Source: an optimization exercise on an open RTL-to-GDS flow (aim: small area, a short achievable clock period and few clock cycles per item). Production flows keep margins and buffers that such runs may drop.
The RTL was checked by simulation tests, not by an equivalence proof against the original design.

$ cat flow/config.mk
export PLATFORM = sky130hd
export DESIGN_NAME = fc_top
export DESIGN_NICKNAME = fc_top
export VERILOG_FILES = /design/flow/design.v
export SDC_FILE = /design/flow/constraint.sdc
export NUM_CORES = 4
export LEC_CHECK = 0
export CAP_MARGIN = 20
export CORE_MARGIN = 2
export CORE_UTILIZATION = 40
export PLACE_DENSITY = 0.6
export SLEW_MARGIN = 20
$ cat flow/constraint.sdc
create_clock -name core_clock -period 6.0 [get_ports {clk}]
set_input_delay 1.2000 -clock core_clock [delete_from_list [all_inputs] [get_ports {clk}]]
set_output_delay 1.2000 -clock core_clock [all_outputs]
set_load 0.01 [all_outputs]
$ cat flow/design.v
`timescale 1ns/1ps
`default_nettype none
package fc_pkg;
  typedef logic signed [8-1:0] act_t;      
  typedef act_t [2-1:0] act_beat_t;         
  typedef logic signed [8-1:0] weight_t;
  typedef weight_t [3-1:0] weight_word_t;      
  typedef logic [3-1:0][8-1:0] lane_vec_t;
  typedef struct packed {
    logic [$clog2((6 / 3))-1:0] group;           
    lane_vec_t [2-1:0]     lanes;           
  } result_t;
  typedef struct packed {
    logic                  en;
    logic [3-1:0] addr;                    
    act_beat_t             data;
  } buf_wr_t;
endpackage
`default_nettype wire
`timescale 1ns/1ps
`default_nettype none
module fc_weight_fifo (
  input  logic                 clk,
  input  logic                 rst_n,
  input  logic                 in_valid,
  input  fc_pkg::weight_word_t in_data,
  output logic                 in_ready,
  output logic                 out_valid,
  output fc_pkg::weight_word_t out_data,
  input  logic                 out_ready
);
  localparam int DEPTH = 16;
  localparam int PTR_W = $clog2(DEPTH);
  fc_pkg::weight_word_t mem [DEPTH];
  logic [PTR_W-1:0] wr_ptr;
  logic [PTR_W-1:0] rd_ptr;
  logic [PTR_W:0]   count;     
  logic             push;
  logic             pop;
  assign in_ready  = (count != (PTR_W+1)'(DEPTH));    
  assign out_valid = (count != '0);
  assign out_data  = mem[rd_ptr];                     
  assign push = in_valid && in_ready;
  assign pop  = out_valid && out_ready;
  always_ff @(posedge clk)
  begin
    if (push)
      mem[wr_ptr] <= in_data;
  end
  always_ff @(posedge clk or negedge rst_n)
  begin
    if (!rst_n)
    begin
      wr_ptr <= '0;
      rd_ptr <= '0;
      count  <= '0;
    end
    else
    begin
      if (push)
        wr_ptr <= wr_ptr + 1'b1;    
      if (pop)
        rd_ptr <= rd_ptr + 1'b1;
      if (push && !pop)
        count <= count + 1'b1;
      else if (pop && !push)
        count <= count - 1'b1;
    end
  end
endmodule
`default_nettype wire
`timescale 1ns/1ps
`default_nettype none
module fc_act_writer (
  input  logic              clk,
  input  logic              rst_n,
  input  logic              act_valid,
  input  fc_pkg::act_beat_t act_data,
  output logic              act_ready,
  output fc_pkg::buf_wr_t   wr,
  output logic              fill_done,
  input  logic              fill_free
);
  logic [3-1:0] feat_cnt;    
  logic                  accept;
  logic                  last_beat;
  assign act_ready = fill_free;       
  assign accept    = act_valid && act_ready;
  assign last_beat = (feat_cnt == 3'(8-1));
  assign fill_done = accept && last_beat;
  always_comb
  begin
    wr      = '0;
    wr.en   = accept;
    wr.addr = feat_cnt;
    wr.data = act_data;
  end
  always_ff @(posedge clk or negedge rst_n)
  begin
    if (!rst_n)
      feat_cnt <= '0;
    else if (accept)
    begin
      if (last_beat)
        feat_cnt <= '0;               
      else
        feat_cnt <= feat_cnt + 1'b1;
    end
  end
endmodule
`default_nettype wire
`timescale 1ns/1ps
`default_nettype none
module fc_pingpong_buf (
  input  logic                  clk,
  input  logic                  rst_n,
  input  fc_pkg::buf_wr_t       wr,
  input  logic                  fill_done,
  input  logic                  bank_release,
  output logic                  fill_free,
  output logic                  comp_full,
  input  logic [3-1:0] rd_addr,
  output fc_pkg::act_beat_t     rd_data
);
  fc_pkg::act_beat_t mem [2][8];    
  logic [1:0] full;         
  logic       fill_ptr;     
  logic       comp_ptr;     
  assign fill_free = !full[fill_ptr];
  assign comp_full = full[comp_ptr];
  always_ff @(posedge clk)
  begin
    if (wr.en)
      mem[fill_ptr][wr.addr] <= wr.data;
  end
  always_ff @(posedge clk)
  begin
    rd_data <= mem[comp_ptr][rd_addr];
  end
  always_ff @(posedge clk or negedge rst_n)
  begin
    if (!rst_n)
    begin
      full     <= '0;
      fill_ptr <= 1'b0;
      comp_ptr <= 1'b0;    
    end
    else
    begin
      if (fill_done)
      begin
        full[fill_ptr] <= 1'b1;
        fill_ptr       <= ~fill_ptr;
      end
      if (bank_release)
      begin
        full[comp_ptr] <= 1'b0;
        comp_ptr       <= ~comp_ptr;
      end
    end
  end
endmodule
`default_nettype wire
`timescale 1ns/1ps
`default_nettype none
module fc_mac_engine (
  input  logic                  clk,
  input  logic                  rst_n,
  input  logic                  comp_full,
  output logic [3-1:0] rd_addr,
  input  fc_pkg::act_beat_t     rd_data,
  output logic                  bank_release,
  input  logic                  w_valid,
  input  fc_pkg::weight_word_t  w_data,
  output logic                  w_ready,
  output logic                  result_valid,
  output fc_pkg::result_t       result,
  input  logic                  result_ready
);
  localparam int GRP_W  = $clog2((6 / 3));
  localparam int PROD_W = 2 * 8;
  localparam int MAX_Q  = 2 ** (8 - 1) - 1;    
  localparam logic signed [24-1:0] MAX_Q_ACC = MAX_Q;
  logic [3-1:0] in_cnt;
  logic [GRP_W-1:0]      grp_cnt;
  logic                  issue;
  logic                  in_last;
  logic                  last_in_flight;
  logic                  s1_valid;
  logic                  s1_first;
  logic                  s1_last;
  logic [GRP_W-1:0]      s1_grp;
  logic [3*8-1:0]    s1_w;       
  logic [2*8-1:0] rd_flat;    
  assign rd_flat = rd_data;
  logic                  s2_valid;
  logic                  s2_first;
  logic                  s2_last;
  logic [GRP_W-1:0]      s2_grp;
  logic [GRP_W-1:0]                        res_grp;
  logic [2*3*8-1:0]  res_lanes;
  assign result = {res_grp, res_lanes};
  function automatic logic [8-1:0] requant(input logic signed [24-1:0] s);
    logic signed [24-1:0] q;
    q = s >>> 4;
    if (q < 0)
      requant = {8{1'b0}};
    else if (q > MAX_Q_ACC)
      requant = MAX_Q[8-1:0];
    else
      requant = q[8-1:0];
  endfunction
  assign last_in_flight = (s1_valid && s1_last) || (s2_valid && s2_last);
  assign issue   = comp_full && w_valid && !result_valid && !last_in_flight;
  assign w_ready = issue;                
  assign rd_addr = in_cnt;
  assign in_last = (in_cnt == 3'(8-1));
  always_ff @(posedge clk or negedge rst_n)
  begin
    if (!rst_n)
    begin
      in_cnt  <= '0;
      grp_cnt <= '0;
    end
    else if (issue)
    begin
      if (in_last)
      begin
        in_cnt <= '0;
        if (grp_cnt == GRP_W'((6 / 3)-1))
          grp_cnt <= '0;                 
        else
          grp_cnt <= grp_cnt + 1'b1;
      end
      else
        in_cnt <= in_cnt + 1'b1;
    end
  end
  always_ff @(posedge clk or negedge rst_n)
  begin
    if (!rst_n)
    begin
      s1_valid     <= 1'b0;
      s1_first     <= 1'b0;
      s1_last      <= 1'b0;
      s2_valid     <= 1'b0;
      s2_first     <= 1'b0;
      s2_last      <= 1'b0;
      result_valid <= 1'b0;
    end
    else
    begin
      s1_valid <= issue;
      s1_first <= issue && (in_cnt == '0);
      s1_last  <= issue && in_last;
      s2_valid <= s1_valid;
      s2_first <= s1_first;
      s2_last  <= s1_last;
      if (s2_valid && s2_last)
        result_valid <= 1'b1;
      else if (result_ready)
        result_valid <= 1'b0;
    end
  end
  always_ff @(posedge clk)
  begin
    s1_w   <= w_data;
    s1_grp <= grp_cnt;
    s2_grp <= s1_grp;
  end
  for (genvar b = 0; b < 2; b++)
  begin : g_img
    for (genvar j = 0; j < 3; j++)
    begin : g_lane
      localparam int LO = (b * 3 + j) * 8;
      logic signed [PROD_W-1:0]    prod;
      logic signed [24-1:0] acc;
      logic signed [24-1:0] sum;
      always_ff @(posedge clk)
        prod <= $signed(rd_flat[b*8 +: 8])
                * $signed(s1_w[j*8 +: 8]);
      logic signed [24-1:0] prod_x;
      assign prod_x = {{(24-PROD_W){prod[PROD_W-1]}}, prod};
      assign sum    = s2_first ? prod_x : acc + prod_x;
      always_ff @(posedge clk)
      begin
        if (s2_valid)
          acc <= sum;
        if (s2_valid && s2_last)
          res_lanes[LO +: 8] <= requant(sum);
      end
    end
  end
  always_ff @(posedge clk)
  begin
    if (s2_valid && s2_last)
      res_grp <= s2_grp;
  end
  assign bank_release = result_valid && result_ready
                        && (result.group == GRP_W'((6 / 3)-1));
endmodule
`default_nettype wire
`timescale 1ns/1ps
`default_nettype none
module fc_top (
  input  logic                 clk,
  input  logic                 rst_n,
  input  logic                 act_valid,
  input  fc_pkg::act_beat_t    act_data,
  output logic                 act_ready,
  input  logic                 weight_valid,
  input  fc_pkg::weight_word_t weight_data,
  output logic                 weight_ready,
  output logic                 result_valid,
  output fc_pkg::result_t      result,
  input  logic                 result_ready
);
  fc_pkg::buf_wr_t       wr;
  logic                  fill_done;
  logic                  fill_free;
  logic                  comp_full;
  logic                  bank_release;
  logic [3-1:0] rd_addr;
  fc_pkg::act_beat_t     rd_data;
  logic                  w_valid;
  fc_pkg::weight_word_t  w_data;
  logic                  w_ready;
  fc_weight_fifo u_weight_fifo (
    .clk       (clk),
    .rst_n     (rst_n),
    .in_valid  (weight_valid),
    .in_data   (weight_data),
    .in_ready  (weight_ready),
    .out_valid (w_valid),
    .out_data  (w_data),
    .out_ready (w_ready)
  );
  fc_act_writer u_act_writer (
    .clk       (clk),
    .rst_n     (rst_n),
    .act_valid (act_valid),
    .act_data  (act_data),
    .act_ready (act_ready),
    .wr        (wr),
    .fill_done (fill_done),
    .fill_free (fill_free)
  );
  fc_pingpong_buf u_pingpong_buf (
    .clk          (clk),
    .rst_n        (rst_n),
    .wr           (wr),
    .fill_done    (fill_done),
    .bank_release (bank_release),
    .fill_free    (fill_free),
    .comp_full    (comp_full),
    .rd_addr      (rd_addr),
    .rd_data      (rd_data)
  );
  fc_mac_engine u_mac_engine (
    .clk          (clk),
    .rst_n        (rst_n),
    .comp_full    (comp_full),
    .rd_addr      (rd_addr),
    .rd_data      (rd_data),       
    .bank_release (bank_release),
    .w_valid      (w_valid),
    .w_data       (w_data),
    .w_ready      (w_ready),
    .result_valid (result_valid),
    .result       (result),
    .result_ready (result_ready)
  );
endmodule
`default_nettype wire
$ cat flow/run.sh
#!/bin/bash
# synth_recipe.tcl (not shown) runs the flow's synth.tcl, then flattens the netlist and writes it again
# the make line also repeats each setting of config.mk as NAME=value (left out here)
make -C /OpenROAD-flow-scripts/flow DESIGN_CONFIG=/design/flow/config.mk WORK_HOME=/design/flow/orfs CLKGATE_MAP_FILE= SYNTH_SCRIPT=/design/flow/synth_recipe.tcl finish
==> notes.md <==
-- cells in the final DEF, fill, tap and decap left out, drive strengths merged, types with 95 or more instances in the layout --
| cell | n |
|---|---|
| clkbuf | 138 |
| xnor2 | 131 |
| inv | 564 |
| nand2 | 351 |
| ha | 329 |
| o21ai | 172 |
| dfxtp | 138 |
| mux4 | 200 |
| nor2 | 215 |
| edfxtp | 833 |
| fa | 337 |
| a21oi | 146 |
| clkdlybuf4s50 | 95 |
| and2 | 239 |
-- per-layer routing --
metal,GRT usage (%),vias to the layer above,wire length (um)
met4,4.01,14,2970
met2,29.9,719,63400
met3,2.88,202,5960
li1,-,16600,-
met1,23.8,17900,58900
met5,0,-,92
-- critical path, stage by stage (launching register included) --
cell and delay (ns):
dfxtp_1 1.03, and2_1 0.27, fa_1 0.42, ha_1 0.29, inv_1 0.05, fa_1 0.51, fa_1 0.55, inv_1 0.04
ha_1 0.31, nor2b_1 0.13, o21ai_0 0.10, a21boi_0 0.24, o21ai_0 0.14, a21boi_0 0.25, o21ai_0 0.14, a21boi_0 0.35
nor4_1 0.08, a311o_1 0.32
-- state kept, by name, indices dropped and copies added (netlist names), 2 cells and up --
signal / flops
u_mac_engine.s1_w: 24
u_weight_fifo.wr_ptr: 4
u_pingpong_buf.mem: 256
u_weight_fifo.mem: 384
u_act_writer.feat_cnt: 3
u_pingpong_buf.full: 2
u_mac_engine.g_img.g_lane.prod: 96
u_mac_engine.g_img.g_lane.acc: 144
u_mac_engine.in_cnt: 3
u_mac_engine.res_lanes: 48
u_weight_fifo.rd_ptr: 4
u_weight_fifo.count: 5
u_pingpong_buf.rd_data: 16
-- worst max-delay path by stage --
stage / slack, ns / start / end / cells past startpoint
after global placement: 0.81 / u_pingpong_buf.rd_data[11] / u_mac_engine.g_img[1].g_lane[1].prod[14] / 18
after floorplan: 0.72 / u_mac_engine.s2_valid / u_weight_fifo.count[4] / 11
after CTS: 0.69 / u_pingpong_buf.rd_data[11] / u_mac_engine.g_img[1].g_lane[1].prod[14] / 18
final: 0.66 / u_pingpong_buf.rd_data[11] / u_mac_engine.g_img[1].g_lane[1].prod[14] / 17
after detailed placement: 0.73 / u_pingpong_buf.rd_data[11] / u_mac_engine.g_img[1].g_lane[1].prod[14] / 15
after global routing: 0.24 / u_pingpong_buf.rd_data[11] / u_mac_engine.g_img[1].g_lane[1].prod[14] / 18
-- cell families (layout without fill, tap and decap cells) --
kind of cell / count (synthesis) / after routing / share of synthesized area [%]
xor gates and xnor gates: 176 / 176 / 2.63
AOI/OAI and AO/OA: 698 / 698 / 7.98
adders and majority gates: 666 / 666 / 18.5
buffers and inverters: 725 / 924 / 4.77
and+or+nand+nor: 1084 / 1084 / 9.14
DFF: 1002 / 1002 / 48.6
muxes: 238 / 238 / 8.35
other: 1 / 9 / 0.00639
-- stage by stage --
stage          hold WS (ns)  area (um^2)  worst slack (ns)  std cells
3_3_place_gp          0.320        62000             0.805       6498
3_5_place_dp          0.333        62200             0.727       6505
4_1_cts               0.338        65800             0.693       6707
6_report              0.329        65900             0.661       6714
2_1_floorplan         0.310        58700             0.724       4595
5_1_grt               0.339        65900             0.241       6711
-- layout make-up --
class	count	area (um^2)	share of cell area, %
antenna	3	7.51	0.0114
clock buffer	138	2900	4.40
clock inverter	64	679	1.03
inverter	558	2090	3.18
multi-input combinational	2868	27500	41.8
sequential	1002	28600	43.4
tap	1917	2400	3.64
timing repair buffer	164	1680	2.55
==> notes.md <==
* Most frequent cells after synthesis: 833 x edfxtp_1, 557 x inv_1, 351 x nand2_1, 337 x fa_1, 329 x ha_1
* Startpoint Class: register
* RSZ-0062 raised after global routing: false
* Post-DP HPWL at 89,100 um
* Placeable Area at 146,000 um^2
* Die width at 387 um
* Worst hold-check path type: reg2reg
* Deepest clock path buffer count at 3
* Clock latency on the worst-skew pair at 0.75 ns
* GPL Wtd Cong at 0.827
* FF-to-FF Start: u_pingpong_buf.rd_data[11]
* GRT Util Overall at 17.7%
* Synth top area share at 42.6%
* DRC at 0
* First-pass GRT wire length at 208,000 um
* Initial DRC count at 2,386
* Fillers at 13,100
* CTS buffer count at 108
* Avg WL per Cell at 19.6 um
* CTS tree: built
* Final wirelength at 131,000 um
* Setup TNS at 0 ns
* Status: no timing/DRC/antenna violations
* Final Skew at 0.0549 ns
* Fin crit share at 89.0%
* Post-synth EDFFs at 833
* Yosys top cell by area: edfxtp_1
* Reg-to-Reg End: u_mac_engine.g_img[1].g_lane[1].prod[14]
* Initial Utilization at 40.3%
* H-tree Lvls at 3
* Synth async-reset ratio at 3.09%
* Least-Margin Pin Slew at 1.08 ns
* Synth Flop Type: edfxtp_1
* Antenna viol nets, final at 0
* # hold bufs at CTS at 0
* CP Class: reg2reg
* Total of max-cap violations at 0
* Die Ht at 387 um
* CP required at 6.61 ns
* Synth Register Bits at 1,002
* Die area at 150,000 um^2
* Vias in the first global route at 36,600
* Nets@finish at 5,413
* Critical path endpoint category: register
* Share of layout cells above drive strength 1 at 10.8%
* Final Slew Violations at 0
* Clock sink total at 1,002
* Largest net degree at the start of global routing at 87
* Grt ovf at 0
* Initial antenna violation count at 13
* TritonRoute pass-1 iters at 5
* CTS root buffer: clkbuf_16
* R2r worst-path depth at 17
* Via-to-Cell Ratio at 5.28
* Final hold violations at 0
* Rel. slew slack at 28.1%
* Count leader, synth: edfxtp_1
* Reg clk slew, reported paths at 0.06 ns
* WHS Path Cells at 0
* DR vias at 35,500
* Mapped Area at 58,700 um^2
* Synth cell types at 103
* Cell Rows at 140
* Area growth, synth to finish at 12.2%
* Ports at 97
* Worst hold endpoint: u_mac_engine.s2_grp
* IO buf count at 96
* Hold path start: u_mac_engine.s1_grp
* Post_cts resized at 0
* Fin util at 45.2%
* Fmax achieved at 0.187 GHz
* Syn Inst Count at 4,590
* Ys Warns at 4
* Crit path time final at 5.34 ns
* Final setup fails at 0
* Arrival time at the worst endpoint at 5.95 ns
* Synth area leaders: edfxtp_1 43%, fa_1 11%, mux4_2 7.7%
* Post-CTS setup buffer count at 0
* CP max FO at 24
* Mapped Avg Cell Area at 12.8 um^2
* Sequential share of the synthesized area at 48.6%
* Worst R2R Setup Slack at 0.66 ns
Testbench counts, summed over its fixed seeds: cycles 7,104, vectors 320.

-- static timing again, ports no longer ideal --
No port has a modelled driver above. Below, the same layout with a new extraction and two added sets of constraints.
Step 1: set_driving_cell puts a clkbuf_16 on clk and a buf_2 on each other input, an assumption about the parent block.
Step 2 moves the port delays by t, midway between the first and last clock arrival at a register: inputs arrive t later, outputs are due t later. That takes back most of the time a late clock gives input paths.
Slacks: no drivers / after step 1 / after step 2; pairs: no drivers / after step 1.
t, ns: 0.793
setup WS [ns]: 0.661 / 0.661 / 0.661
latest minus earliest clock arrival (ns): 0.056 / 0.056
After both steps setup and hold are still met in this run. The setup slack of this run moves by 0.000 ns with the drivers and by 0.000 ns with both steps.
